Source: an optimization exercise on an open RTL-to-GDS flow (aim: small area, a short achievable clock period and few clock cycles per item). Production flows keep margins and buffers that such runs may drop. At most, simulation tests tie the RTL to the original design; equivalence was not proved.

// dual_axis_pid_with_error_weighting_top
module dual_axis_pid_with_error_weighting_top #(
   parameter int CONTROL_HZ = dapid_pkg::CONTROL_HZ_DEF,
   parameter int ANGLE_BITS = dapid_pkg::ANGLE_BITS_DEF
) (
   input  logic        clock,
   input  logic        reset,
   input  logic        req_tvalid,
   output logic        req_tready,
   input  logic [31:0] req_tdata,
   input  logic [1:0]  req_tuser,
   output logic        rsp_tvalid,
   input  logic        rsp_tready,
   output logic [63:0] rsp_tdata,
   input  logic        csr_psel,
   input  logic        csr_penable,
   input  logic        csr_pwrite,
   input  logic [4:0]  csr_paddr,
   input  logic [31:0] csr_pwdata,
   output logic [31:0] csr_prdata,
   output logic        csr_pready
);
   logic signed [15:0] roll_p, roll_i, roll_d, yaw_p, yaw_i, yaw_d;
   logic [14:0]        roll_tol, yaw_tol;
   logic signed [15:0] roll_meas, yaw_meas, roll_tgt, yaw_tgt;
   logic [2:0]         seen;
   logic               ready_ff, pend_ff, pready_ff;
   logic [15:0]        rdata_ff;
   logic [7:1]         st;
   logic               rsp_valid_ff;
   logic [29:0]        rsp_roll_ff, rsp_yaw_ff;
   logic [2:0]  idx, w_idx;
   logic [15:0] w_data;
   logic        w_go;
   assign idx = csr_paddr[4:2];
   always_ff @(posedge clock) begin
      if (reset) begin
         pready_ff <= 1'b0;
         w_go      <= 1'b0;
      end else begin
         pready_ff <= csr_psel || csr_penable;
         w_go      <= csr_psel && !csr_penable && csr_pwrite;
      end
   end
   always_ff @(posedge clock) begin
      w_idx  <= idx;
      w_data <= csr_pwdata[15:0];
   end
   always_ff @(posedge clock) begin
      if (reset) begin
  ...
make LEC_CHECK=0 ABC_AREA=1 CAP_MARGIN=20 CORE_MARGIN=2 CORE_UTILIZATION=60 PLACE_DENSITY=0.72 SLEW_MARGIN=20 SYNTH_HIERARCHICAL=1 finish   # period 11.0 ns
run.sh (not shown) runs the stock make flow with config.mk's settings and CLKGATE_MAP_FILE= SYNTH_SCRIPT=/design/flow/synth_recipe.tcl, a recipe that flattens the netlist after the stock synthesis.
Testbench counts at the start, summed over its fixed seeds: cycles 6,457, ticks 2,048.
Rerun with:
--- a/flow/design.v
+++ b/flow/design.v
@@ -67,23 +67,24 @@
    always_ff @(posedge clock) begin
       if (reset) integ <= '0;
       else if (st[QST+1] && adv) begin
          if (isum > 19'sd65536) integ <= 18'sd65536;
          else if (isum < -19'sd65536) integ <= -18'sd65536;
          else integ <= isum[17:0];
       end
    end
-   logic [15:0] abs_e;
-   logic [16:0] tol3;
-   logic        above, far;
-   assign abs_e = e_prev[15] ? 16'(-e_prev) : 16'(e_prev);
-   assign tol3  = 17'(tol) + {1'b0, tol, 1'b0};
-   assign above = abs_e > 16'(tol);
-   assign far   = {abs_e, 1'b0} > tol3;
+   logic signed [18:0] ap, an, fp, fn;
+   logic               above, far;
+   assign ap    = 19'(e_prev) - 19'(tol) - 19'sd1;                        
+   assign an    = 19'(e_prev) + 19'(tol);                                 
+   assign fp    = (19'(e_prev) <<< 1) - 19'(tol) - (19'(tol) <<< 1) - 19'sd1;
+   assign fn    = (19'(e_prev) <<< 1) + 19'(tol) + (19'(tol) <<< 1);
+   assign above = e_prev[15] ? an[18] : !ap[18];
+   assign far   = e_prev[15] ? fn[18] : !fp[18];
    always_ff @(posedge clock) begin
       if (st[1] && adv) w1 <= {above && far, above && !far};
       if (st[4] && adv) w2 <= w1;
    end
    logic signed [25:0] r50;
    logic signed [15:0] g_in;
    logic [23:0]        gb_in;
    assign r50  = (26'(rad) <<< 5) + (26'(rad) <<< 4) + (26'(rad) <<< 1);
@@ -110,24 +111,29 @@
          end else if (st[5]) begin
             mx <= 26'(integ);
             gb <= gb_in;
          end
       end
    end
    logic [29:0] acc_sg, acc_cg;
    logic        k12_g;
-   logic clr_q, clr;
+   logic clr_q, clr, clr2_q, clr2;
    always_ff @(posedge clock) begin
       if (adv) clr_q <= POL ? !st[3] : st[3];
    end
+   always_ff @(posedge clock) begin
+      if (reset) clr2_q <= 1'b1;
+      else if (adv) clr2_q <= POL ? st[3] : !st[3];
+   end
    assign clr    = POL ? !clr_q : clr_q;
+   assign clr2   = POL ? clr2_q : !clr2_q;
    assign acc_sg = clr ? '0 : acc_s;
-   assign acc_cg = st[4] ? '0 : acc_c;
-   assign k12_g  = !st[4] && k12;
+   assign acc_cg = clr2 ? '0 : acc_c;
+   assign k12_g  = !clr2 && k12;
    logic cm_s0, cm_c0;
    dapid_ha u_cm_s0 (.a(1'b1), .b(dx[12]), .s(cm_s0), .co(cm_c0));
    logic cm_s1, cm_c1;
    dapid_ha u_cm_s1 (.a(dx[13]), .b(dx[9]), .s(cm_s1), .co(cm_c1));
    logic cm_s2, cm_c2;
    dapid_ha u_cm_s2 (.a(dx[14]), .b(dx[10]), .s(cm_s2), .co(cm_c2));
    logic cm_s3, cm_c3;
    dapid_ha u_cm_s3 (.a(dx[15]), .b(dx[11]), .s(cm_s3), .co(cm_c3));
Wire length came out lower by 1.7%.
Setup slack gains 150 ps.
Global-route usage came out lower by 0.38 points.
Count of clock-buffer cells in the layout came out lower by 9.
Cell area hardly moves.
Die area barely changes.
Only the layout flow was run in the second run of this note; the RTL was not checked for function there.

[static timing again, ports no longer ideal]
How much do the figures lean on ideal ports? The routed layouts below were timed once more, with nothing changed but the port constraints. Step 1: set_driving_cell puts a clkbuf_16 on clock and a buf_2 on each other input, an assumption about the parent block. Step 2 moves the port delays by t, midway between the first and last clock arrival at a register: inputs arrive t later, outputs are due t later. That takes back most of the time a late clock gives input paths. a / b / c = ideal ports / drivers / drivers and shift; a / b = the first two.
run | t, ns | setup WS [ns] | latest minus earliest clock arrival (ns) | worst slew at a driven data input, ns
the first run | 0.768 | 6.545 / 6.545 / 6.410 | 0.043 / 0.043 | 0.14
the second run | 0.770 | 6.694 / 6.694 / 6.069 | 0.039 / 0.039 | 0.08
After both steps setup and hold are still met in every run listed. The setup slack of the second run, which loses most, moves by 0.000 ns with the drivers and by -0.625 ns with both steps.
